What follows belongs to an exercise in optimizing a design on an open flow for small area, a short achievable clock period and few clock cycles per item; a production flow would make more cautious choices. The RTL was checked by simulation tests, not by an equivalence proof against the original design.

--- flow/design.v ---
package dwpid_pkg;
	localparam int TICK_BITS = 16;
	localparam logic [2:0] CMD_FORWARD  = 3'd0;
	localparam logic [2:0] CMD_BACKWARD = 3'd1;
	localparam logic [2:0] CMD_LEFT     = 3'd2;
	localparam logic [2:0] CMD_RIGHT    = 3'd3;
	localparam logic [2:0] CMD_STOP     = 3'd4;
	localparam logic [1:0] DIR_STOP     = 2'd0;
	localparam logic [1:0] DIR_FORWARD  = 2'd1;
	localparam logic [1:0] DIR_BACKWARD = 2'd2;
	localparam logic [2:0] REG_KP    = 3'd0;
	localparam logic [2:0] REG_KI    = 3'd1;
	localparam logic [2:0] REG_KD    = 3'd2;
	localparam logic [2:0] REG_SCALE = 3'd3;
	localparam logic [2:0] REG_PWM   = 3'd4;
	localparam logic [2:0] REG_LIMIT = 3'd5;
	localparam logic [15:0] KP_RESET    = 16'd410;
	localparam logic [15:0] KI_RESET    = 16'd15;
	localparam logic [15:0] KD_RESET    = 16'd0;
	localparam logic [15:0] SCALE_RESET = 16'd256;
	localparam logic [15:0] PWM_RESET   = 16'd1000;
	localparam logic [14:0] LIMIT_RESET = 15'd670;
	localparam logic [31:0] PWM_MUL_RESET = 32'd50081242;
	localparam logic [22:0] RECIP_100 = 23'd5368710;
	typedef struct packed {
		logic [15:0] kp_centi;
		logic [15:0] ki_centi;
		logic [15:0] kd_centi;
		logic [15:0] velocity_scale;
		logic [15:0] pwm_max;
		logic [14:0] full_speed_limit;
	} cfg_t;
endpackage
module dwpid_div #(
	parameter int STEPS = 4
) (
	input  logic        clk,
	input  logic        arst_n,
	input  logic        start,       
	input  logic [15:0] pwm_max,
	input  logic [14:0] lnorm,
	output logic [4:0]  remain,
	output logic [31:0] pwm_mul
);
	localparam int NCYC = 32 / STEPS;
	logic        load_q, busy_q;
	logic [3:0]  cnt_q;
	logic [14:0] den_q;
	logic [14:0] rem_q;
	logic [14:0] rem_n;
	logic [31:0] quo_n;
	always_comb begin
		logic [15:0] trial;
		rem_n = rem_q;
		quo_n = pwm_mul;
		for (int k = 0; k < STEPS; k++) begin
			trial = {rem_n, quo_n[31]};
			quo_n = {quo_n[30:0], 1'b0};
			if (trial >= {1'b0, den_q}) begin
				rem_n    = 15'(trial - {1'b0, den_q});
				quo_n[0] = 1'b1;
			end else begin
				rem_n = trial[14:0];
			end
		end
	end
	always_ff @(posedge clk or negedge arst_n) begin
		if (!arst_n) begin
			load_q  <= 1'b0;
			busy_q  <= 1'b0;
			cnt_q   <= '0;
			pwm_mul <= dwpid_pkg::PWM_MUL_RESET;
		end else begin
			load_q <= start;
			if (load_q) begin
				busy_q  <= 1'b1;
				cnt_q   <= 4'(NCYC);
				pwm_mul <= {pwm_max[1:0], 15'd0, lnorm};
			end else if (busy_q) begin
				pwm_mul <= quo_n;
				cnt_q   <= cnt_q - 4'd1;
				if (cnt_q == 4'd1) busy_q <= 1'b0;
			end
		end
	end
	always_ff @(posedge clk) begin
		if (load_q) begin
			den_q <= lnorm;
			rem_q <= {1'b0, pwm_max[15:2]};
		end else if (busy_q) begin
			rem_q <= rem_n;
		end
	end
	assign remain = load_q ? 5'(NCYC + 1) : (busy_q ? 5'(cnt_q) : 5'd0);
endmodule
module dwpid_lane #(
	parameter bit NEG = 1'b0       
) (
	input  logic               clk,
	input  logic               arst_n,
	input  logic               adv,
	input  logic               upd_e,
	input  logic               upd_acc,
	input  logic               upd_out,
	input  logic               run5,
	input  logic [15:0]        tk0,
	input  logic signed [16:0] tgt0,
	input  logic [15:0]        scale,
	input  logic [17:0]        g0,
	input  logic [17:0]        g1,
	input  logic [15:0]        g2,
	input  logic [21:0]        hlim,
	input  logic [3:0]         sh,
	input  logic [31:0]        pwm_mul,
	output logic [15:0]        duty,
	output logic [1:0]         dir,
	output logic signed [15:0] speed,
	output logic signed [31:0] odo
);
	logic signed [15:0] tks;
	logic               dneg;
	logic signed [33:0] pm;
	logic signed [25:0] pq;
	logic signed [15:0] meas_c;
	assign tks  = NEG ? ~tk0 : tk0;
	assign dneg = NEG ? (!tk0[15] && tk0 != 16'd0) : tk0[15];
	assign pm   = $signed(tks) * $signed({1'b0, scale})
	            + $signed({18'd0, NEG ? scale : 16'd0})
	            + $signed({26'd0, dneg ? 8'd255 : 8'd0});
	assign pq   = 26'(pm >>> 8);
	assign meas_c = (pq > 26'sd32767) ? 16'sd32767 :
	                (pq < -26'sd32768) ? -16'sd32768 : 16'(pq);
	logic signed [15:0] meas1, meas2, meas3, meas4, meas5;
	logic signed [16:0] tgt1;
	logic [15:0]        tk1, tk2, tk3, tk4, tk5;
	logic signed [17:0] diff;
	logic signed [16:0] e_c;
	logic signed [16:0] e1_q, e2_q;
	logic signed [35:0] pp_c;
	assign diff = 18'(tgt1) - 18'(meas1);
	assign e_c  = (diff > 18'sd65535) ? 17'sd65535 : 17'(diff);
	assign pp_c = $signed({1'b0, g2}) * 36'(e2_q) - $signed({1'b0, g1}) * 36'(e1_q);
	logic signed [16:0] e2r;
	logic signed [35:0] pp2;
	logic signed [36:0] dd;
	logic signed [24:0] dd_c;
	assign dd   = $signed({1'b0, g0}) * 37'(e2r) + 37'(pp2);
	assign dd_c = (dd > 37'sd16777215) ? 25'sd16777215 :
	              (dd < -37'sd16777216) ? -25'sd16777216 : 25'(dd);
	logic signed [24:0] dd3;
	logic signed [22:0] acc_q;
	logic signed [25:0] asum;
	logic signed [25:0] hs;
	logic signed [22:0] acc_c;
	assign hs    = $signed({4'd0, hlim});
	assign asum  = 26'(acc_q) + 26'(dd3);
	assign acc_c = (asum > hs) ? 23'(hs) : (asum < -hs) ? 23'(-hs) : 23'(asum);
	logic [21:0] amag;
	logic [44:0] oprod;
	logic [14:0] o_c;
	logic [14:0] ol_c;
	assign amag  = acc_q[22] ? ~acc_q[21:0] : acc_q[21:0];
	assign oprod = 45'(amag) * 45'(dwpid_pkg::RECIP_100)
	             + (acc_q[22] ? 45'(dwpid_pkg::RECIP_100) : 45'd0);
	assign o_c   = oprod[43:29];
	assign ol_c  = o_c << sh;
	logic [14:0] ol5;
	logic        neg5;
	logic [46:0] dprod;
	logic [15:0] q_c;
	assign dprod = 47'(ol5) * 47'(pwm_mul);
	assign q_c   = dprod[45:30];
	always_ff @(posedge clk) begin
		if (adv) begin
			meas1 <= meas_c;
			tgt1  <= tgt0;
			tk1   <= tk0;
			meas2 <= meas1;
			tk2   <= tk1;
			e2r   <= e_c;
			pp2   <= pp_c;
			meas3 <= meas2;
			tk3   <= tk2;
			dd3   <= dd_c;
			meas4 <= meas3;
			tk4   <= tk3;
			meas5 <= meas4;
			tk5   <= tk4;
			ol5   <= ol_c;
			neg5  <= acc_q[22];
		end
		if (upd_out) begin
			duty  <= run5 ? q_c : 16'd0;
			dir   <= (!run5 || q_c == 16'd0) ? dwpid_pkg::DIR_STOP :
			         neg5 ? dwpid_pkg::DIR_BACKWARD : dwpid_pkg::DIR_FORWARD;
			speed <= meas5;
		end
	end
	always_ff @(posedge clk or negedge arst_n) begin
		if (!arst_n) begin
			e1_q  <= '0;
			e2_q  <= '0;
			acc_q <= '0;
			odo   <= '0;
		end else begin
			if (upd_e) begin
				e1_q <= e_c;
				e2_q <= e1_q;
			end
			if (upd_acc) acc_q <= acc_c;
			if (upd_out) odo <= NEG ? odo - 32'($signed(tk5)) : odo + 32'($signed(tk5));
		end
	end
endmodule
module dual_wheel_incremental_pid_drive #(
	parameter int TICK_BITS = dwpid_pkg::TICK_BITS
) (
	input  logic                        clk,
	input  logic                        arst_n,
	input  logic                        psel,
	input  logic                        penable,
	input  logic                        pwrite,
	input  logic [4:0]                  paddr,
	input  logic [31:0]                 pwdata,
	output logic [31:0]                 prdata,
	output logic                        pready,
	input  logic                        in_valid,
	output logic                        in_stall,
	input  logic [2:0]                  cmd,
	input  logic signed [15:0]          speed,
	input  logic signed [TICK_BITS-1:0] left_ticks,
	input  logic signed [TICK_BITS-1:0] right_ticks,
	output logic                        out_valid,
	input  logic                        out_stall,
	output logic [15:0]                 left_duty,
	output logic [1:0]                  left_dir,
	output logic [15:0]                 right_duty,
	output logic [1:0]                  right_dir,
	output logic signed [15:0]          left_speed,
	output logic signed [15:0]          right_speed,
	output logic signed [31:0]          left_odometry,
	output logic signed [31:0]          right_odometry
);
	localparam int PWM_STAGE = 5;
	dwpid_pkg::cfg_t cfg_q;
	logic            wr;
	assign pready = 1'b1;
	assign wr     = psel && penable && pwrite;
	always_ff @(posedge clk or negedge arst_n) begin
		if (!arst_n) begin
			cfg_q.kp_centi         <= dwpid_pkg::KP_RESET;
			cfg_q.ki_centi         <= dwpid_pkg::KI_RESET;
			cfg_q.kd_centi         <= dwpid_pkg::KD_RESET;
			cfg_q.velocity_scale   <= dwpid_pkg::SCALE_RESET;
			cfg_q.pwm_max          <= dwpid_pkg::PWM_RESET;
			cfg_q.full_speed_limit <= dwpid_pkg::LIMIT_RESET;
		end else if (wr) begin
			unique case (paddr[4:2])
				dwpid_pkg::REG_KP:    cfg_q.kp_centi         <= pwdata[15:0];
				dwpid_pkg::REG_KI:    cfg_q.ki_centi         <= pwdata[15:0];
				dwpid_pkg::REG_KD:    cfg_q.kd_centi         <= pwdata[15:0];
				dwpid_pkg::REG_SCALE: cfg_q.velocity_scale   <= pwdata[15:0];
				dwpid_pkg::REG_PWM:   cfg_q.pwm_max          <= pwdata[15:0];
				dwpid_pkg::REG_LIMIT: cfg_q.full_speed_limit <= pwdata[14:0];
				default: ;
			endcase
		end
	end
	logic [15:0] rd_q;
	always_ff @(posedge clk) begin
		unique case (paddr[4:2])
			dwpid_pkg::REG_KP:    rd_q <= cfg_q.kp_centi;
			dwpid_pkg::REG_KI:    rd_q <= cfg_q.ki_centi;
			dwpid_pkg::REG_KD:    rd_q <= cfg_q.kd_centi;
			dwpid_pkg::REG_SCALE: rd_q <= cfg_q.velocity_scale;
			dwpid_pkg::REG_PWM:   rd_q <= cfg_q.pwm_max;
			dwpid_pkg::REG_LIMIT: rd_q <= {1'b0, cfg_q.full_speed_limit};
			default:              rd_q <= '0;
		endcase
	end
	assign prdata = {16'd0, rd_q};
	logic [14:0] lim;
	logic [3:0]  sh_c;
	logic [14:0] lnorm;
	logic [17:0] g0_q, g1_q;
	logic [21:0] hlim_q;
	logic [3:0]  sh_q;
	assign lim = (cfg_q.full_speed_limit == '0) ? 15'd1 : cfg_q.full_speed_limit;
	always_comb begin
		sh_c = 4'd0;
		for (int i = 0; i < 15; i++) begin
			if (lim[i]) sh_c = 4'(14 - i);
		end
	end
	assign lnorm = lim << sh_c;
	always_ff @(posedge clk) begin
		g0_q   <= 18'(cfg_q.kp_centi) + 18'(cfg_q.ki_centi) + 18'(cfg_q.kd_centi);
		g1_q   <= 18'(cfg_q.kp_centi) + (18'(cfg_q.kd_centi) << 1);
		hlim_q <= 22'(lim) * 22'd100;
		sh_q   <= sh_c;
	end
	logic [4:0]  div_remain;
	logic [31:0] pwm_mul;
	dwpid_div u_div (
		.clk     (clk),
		.arst_n  (arst_n),
		.start   (wr && (paddr[4:2] == dwpid_pkg::REG_PWM || paddr[4:2] == dwpid_pkg::REG_LIMIT)),
		.pwm_max (cfg_q.pwm_max),
		.lnorm   (lnorm),
		.remain  (div_remain),
		.pwm_mul (pwm_mul)
	);
	logic        adv;
	logic        v0_q, vs_q;
	logic [2:0]  cmd0, cmds;
	logic [15:0] spd0, spds, lt0, lts, rt0, rts;
	logic        accept, ld0;
	assign in_stall = vs_q || (div_remain > 5'(PWM_STAGE + 1));
	assign accept   = in_valid && !in_stall;
	assign ld0      = adv || !v0_q;
	always_ff @(posedge clk or negedge arst_n) begin
		if (!arst_n) begin
			v0_q <= 1'b0;
			vs_q <= 1'b0;
		end else if (ld0) begin
			v0_q <= vs_q || accept;
			vs_q <= 1'b0;
		end else if (accept) begin
			vs_q <= 1'b1;
		end
	end
	always_ff @(posedge clk) begin
		if (ld0) begin
			cmd0 <= vs_q ? cmds : cmd;
			spd0 <= vs_q ? spds : speed;
			lt0  <= vs_q ? lts : left_ticks;
			rt0  <= vs_q ? rts : right_ticks;
		end else if (accept) begin
			cmds <= cmd;
			spds <= speed;
			lts  <= left_ticks;
			rts  <= right_ticks;
		end
	end
	logic v1_q, v2_q, v3_q, v4_q, v5_q, ov_q;
	logic run1_q, run2_q, run3_q, run4_q, run5_q;
	logic run0;
	assign adv  = !(ov_q && out_stall);
	assign run0 = cmd0 <= dwpid_pkg::CMD_RIGHT;
	always_ff @(posedge clk or negedge arst_n) begin
		if (!arst_n) begin
			{v1_q, v2_q, v3_q, v4_q, v5_q, ov_q} <= '0;
		end else if (adv) begin
			{v1_q, v2_q, v3_q, v4_q, v5_q, ov_q} <= {v0_q, v1_q, v2_q, v3_q, v4_q, v5_q};
		end
	end
	always_ff @(posedge clk) begin
		if (adv) begin
			{run1_q, run2_q, run3_q, run4_q, run5_q} <= {run0, run1_q, run2_q, run3_q, run4_q};
		end
	end
	assign out_valid = ov_q;
	logic signed [16:0] spd, ltgt, rtgt;
	assign spd  = 17'($signed(spd0));
	assign ltgt = (cmd0 == dwpid_pkg::CMD_BACKWARD || cmd0 == dwpid_pkg::CMD_LEFT) ? -spd : spd;
	assign rtgt = (cmd0 == dwpid_pkg::CMD_BACKWARD || cmd0 == dwpid_pkg::CMD_RIGHT) ? -spd : spd;
	logic upd_e, upd_acc, upd_out;
	assign upd_e   = adv && v1_q && run1_q;
	assign upd_acc = adv && v3_q && run3_q;
	assign upd_out = adv && v5_q;
	dwpid_lane #(.NEG(1'b1)) u_left (
		.clk     (clk),
		.arst_n  (arst_n),
		.adv     (adv),
		.upd_e   (upd_e),
		.upd_acc (upd_acc),
		.upd_out (upd_out),
		.run5    (run5_q),
		.tk0     (lt0),
		.tgt0    (ltgt),
		.scale   (cfg_q.velocity_scale),
		.g0      (g0_q),
		.g1      (g1_q),
		.g2      (cfg_q.kd_centi),
		.hlim    (hlim_q),
		.sh      (sh_q),
		.pwm_mul (pwm_mul),
		.duty    (left_duty),
		.dir     (left_dir),
		.speed   (left_speed),
		.odo     (left_odometry)
	);
	dwpid_lane #(.NEG(1'b0)) u_right (
		.clk     (clk),
		.arst_n  (arst_n),
		.adv     (adv),
		.upd_e   (upd_e),
		.upd_acc (upd_acc),
		.upd_out (upd_out),
		.run5    (run5_q),
		.tk0     (rt0),
		.tgt0    (rtgt),
		.scale   (cfg_q.velocity_scale),
		.g0      (g0_q),
		.g1      (g1_q),
		.g2      (cfg_q.kd_centi),
		.hlim    (hlim_q),
		.sh      (sh_q),
		.pwm_mul (pwm_mul),
		.duty    (right_duty),
		.dir     (right_dir),
		.speed   (right_speed),
		.odo     (right_odometry)
	);
endmodule
--- flow/run.sh ---
#!/bin/bash
# synth_recipe.tcl (not shown) runs the flow's synth.tcl, then flattens the netlist and writes it again
# the make line also repeats each setting of config.mk as NAME=value (left out here)
make -C /OpenROAD-flow-scripts/flow DESIGN_CONFIG=/design/flow/config.mk WORK_HOME=/design/flow/orfs CLKGATE_MAP_FILE= SYNTH_SCRIPT=/design/flow/synth_recipe.tcl finish
--- flow/config.mk ---
export PLATFORM = sky130hd
export DESIGN_NAME = dual_wheel_incremental_pid_drive
export DESIGN_NICKNAME = dual_wheel_incremental_pid_drive
export VERILOG_FILES = /design/flow/design.v
export SDC_FILE = /design/flow/constraint.sdc
export NUM_CORES = 4
export LEC_CHECK = 0
export CAP_MARGIN = 20
export CORE_MARGIN = 2
export CORE_UTILIZATION = 40
export SLEW_MARGIN = 20
--- flow/constraint.sdc ---
create_clock -name core_clock -period 12.0 [get_ports {clk}]
set_input_delay 2.4000 -clock core_clock [delete_from_list [all_inputs] [get_ports {clk}]]
set_output_delay 2.4000 -clock core_clock [all_outputs]
set_load 0.01 [all_outputs]
==> flow_summary.ini <==
[yosys]
synth-xor-area-share_pct = 2.95
synth_cell_type_count = 112
synthFlopType = edfxtp_1
synth-seq-cells = 1141
synth-compound-area-share_pct = 7.05
syn-cell-area_um2 = 187000
ys.warnings.count = 4
synth_mux_area_share_pct = 2.03
synth_top_family_by_area = adder cells
avgSynthCellArea_um2 = 9.63
synth.largest_area_cell = fa_1
syn_inst = 19467
synthSimpleGateAreaFrac_pct = 14.1
ys_seq_area_share_pct = 17.0
synth_edf_count = 745
synthTopCellsByArea = fa_1, ha_1, edfxtp_1
async_reset_ff_share_pct = 28.0
synth_top_area_share_pct = 32.9
synthAdderAreaFrac_pct = 47.1

[floorplan]
dieHeight_um = 688
die_w_um = 688
ios = 262
die_area_um2 = 474000
core_um2 = 467000
start_util_pct = 40.1
rows = 251

[worst_setup_path]
r2r_end = u_right.pp2[34]
cp-endpoint = u_right.pp2[34]
criticalPathCategory = flip-flop to flip-flop
cp.depth = 37
startpoint_type = flip-flop
reg2reg_from = u_right.e2_q[3]
cp-startpoint = u_right.e2_q[3]
worst-path-buf-inv = 6
cp-end-kind = flip-flop
arrival_ns = 11.88
reg2reg_depth = 37
crit_slowest_cell = dfrtp_1
cp.required_ns = 12.63
r2r_slack_ns = 0.75
crit_fanout = 17
critical_path.max_stage_delay_ns = 0.64
crit_path_frequent_cell = fa_1
path_delay_family = adder cells

[timing]
drv_slew = 0
fin_crit_ns = 11.25
max_freq_ghz = 0.0889
setup_viol = 0
worst_clock_skew_ns = 0.126
min_period_over_period_pct = 93.7
max_slew_margin_pct = 18.2
fin_setup_tns_ns = 0
finalHoldViolations = 0
whs_ns = 0.401
tightestPinTransition_ns = 1.21

[global_routing]
grt_pass1_vias = 140369
grt_max_degree = 86
gr-total-overflow = 0
grt_pass1_wl_um = 805000
grt-busiest-layer = met2
use_met1_pct = 27.4
antenna_found_initial = 32
use_met2_pct = 38.4
grt_usage_pct = 21.8
gr-usage-met3_pct = 2.24

[job]
cap_violations = 0

[place]
port_buffers = 226
hpwl_um = 406000
place.gp.congestion = 0.909

[clocking]
clock_sinks = 1141
ctsHtreeMaxLevel = 4
cts_tree = yes
clockRootBuffer = clkbuf_16
clock_path_buffers = 4
clkSlewWorstSetupHoldPaths_ns = 0.06
clock_latency_ns = 0.92
cts_made_buffers = 148

[routing]
drt-wirelength-per-cell_um = 19.8
postRouteAntennaNets = 0
drt_first_pass_iters = 6
via_per_inst = 5.13
initialDrtViolationCount = 7629
drc = 0
via_count = 131717
wirelength_um = 508000

[cells_and_area]
final_nets = 24639
area_growth_pct = 7.58
layout-drive-gt1-share_pct = 4.55

[min_path]
hold_path.class = flip-flop to flip-flop

[run_status]
status = no timing/DRC/antenna violations
==> what timing repair did <==
item	in CTS	in global routing
buffers inserted	0	4
endpoints found under the setup margin	3	17
gates resized for setup	1	20
endpoints found under the hold margin	0	0
pin swaps	0	5
hold buffers	0	0
cloned	0	2
==> cell usage after synthesis, drive strengths merged (108+ instances only) <==
master and count:
inv 4006, fa 3084, ha 2120, nand2 2057, and2 1503, edfxtp 745, clkbuf 741, nor2 568
a21oi 512, o21ai 459, xnor2 412, dfrtp 281, nand2b 269, a21o 267, xor2 217, nor2b 211
mux2 197, nor3 176, mux2i 151, nand3 135, o21a 108
==> metrics by stage <==
step	utilization, %	std cells	cell area (um^2)	setup slack (ns)
after floorplan	-	19482	187000	0.743
final	43.2	25668	202000	0.750
after detailed placement	42.1	25379	197000	-0.0432
after global routing	43.2	25657	202000	-0.00595
after global placement	42.1	25378	197000	0.0894
after CTS	43.1	25645	201000	0.00105
==> worst min path at each step <==
stage	startpoint	to	cells after the start
CTS	u_left.tk4[13]	u_left.tk5[13]	0
finish	u_left.tk4[4]	u_left.tk5[4]	0
detailed placement	cfg_q[79]	g1_q[0]	0
global placement	u_right.tk4[15]	u_right.tk5[15]	0
floorplan	cfg_q[79]	g1_q[0]	0
global route	u_right.tk4[1]	u_right.tk5[1]	0
==> metal layers <==
metal,up-vias,part of all wire (%)
met1,67145,41
met5,-,0.025
met2,3073,49
met4,18,4.8
met3,809,4.6
li1,60672,-
==> layout by cell type (no fill, tap or decap), types with 107 or more instances in the layout <==
master           instances
nand2b_1               269
a21o_1                 267
nand2_1               2055
fa_1                  3084
mux2i_1                149
xnor2_1                412
buf_4                  274
mux2_2                 198
and2_1                1502
edfxtp_1               745
nor2_1                 563
nor3_1                 173
a21oi_1                507
nand3_1                132
ha_1                  2120
o21ai_0                426
nor2b_1                211
clkdlybuf4s50_1        223
dfrtp_1                271
clkbuf_16              150
inv_1                 4005
xor2_1                 215
o21a_1                 107
==> cell families (layout without fill, tap and decap cells) <==
| kind of cell | Yosys count | in the layout |
|---|---|---|
| AOI/OAI and AO/OA | 2029 | 2029 |
| adders and majority gates | 5204 | 5204 |
| xor gates and xnor gates | 630 | 630 |
| and+or+nand+nor | 5301 | 5301 |
| other | 2 | 31 |
| buffers and inverters | 4809 | 4781 |
| muxes | 351 | 353 |
| DFF | 1141 | 1141 |
==> flip-flops by register name, indices dropped and copies added (netlist names), 23 cells and up <==
register,flops
cfg_q,95
u_div.pwm_mul,32
u_left.acc_q,23
u_left.dd3,25
u_left.odo,32
u_left.pp2,36
u_right.acc_q,23
u_right.dd3,25
u_right.odo,32
u_right.pp2,36
==> cell type report <==
type                       instances  area [um^2]
antenna                           14         35.0
clock buffer                     191         3950
clock inverter                    75          858
fill                           45194       265000
inverter                        4010        15100
multi-input combinational      13534       138000
sequential                      1141        32000
tap                             6198         7750
timing repair buffer             505         4400
Testbench counts, summed over its fixed seeds: cycles 2,104, items 2,048.

[port drivers added, routing unchanged]
In the flow no input, the clock included, has a driving cell. The finished layout below was timed again as built, in two steps.
Step 1 sets driving cells, clkbuf_16 on the clock port and buf_2 on the other inputs (assumed; they add their load-dependent delay and slew).
Step 2 times the ports against the registers' clock, not the clock port: input delays grow and output delays shrink by t, the midpoint of the rising clock arrivals with the driver on.
Slacks: ideal / step 1 / step 2; pairs: ideal / step 1.
shift t [ns]: 0.966
setup slack, ns: 0.750 / 0.750 / 0.750
pins driven straight from the clock port: 1
After both steps this run still meets setup and hold. The setup slack of this run moves by 0.000 ns with the drivers and by 0.000 ns with both steps.
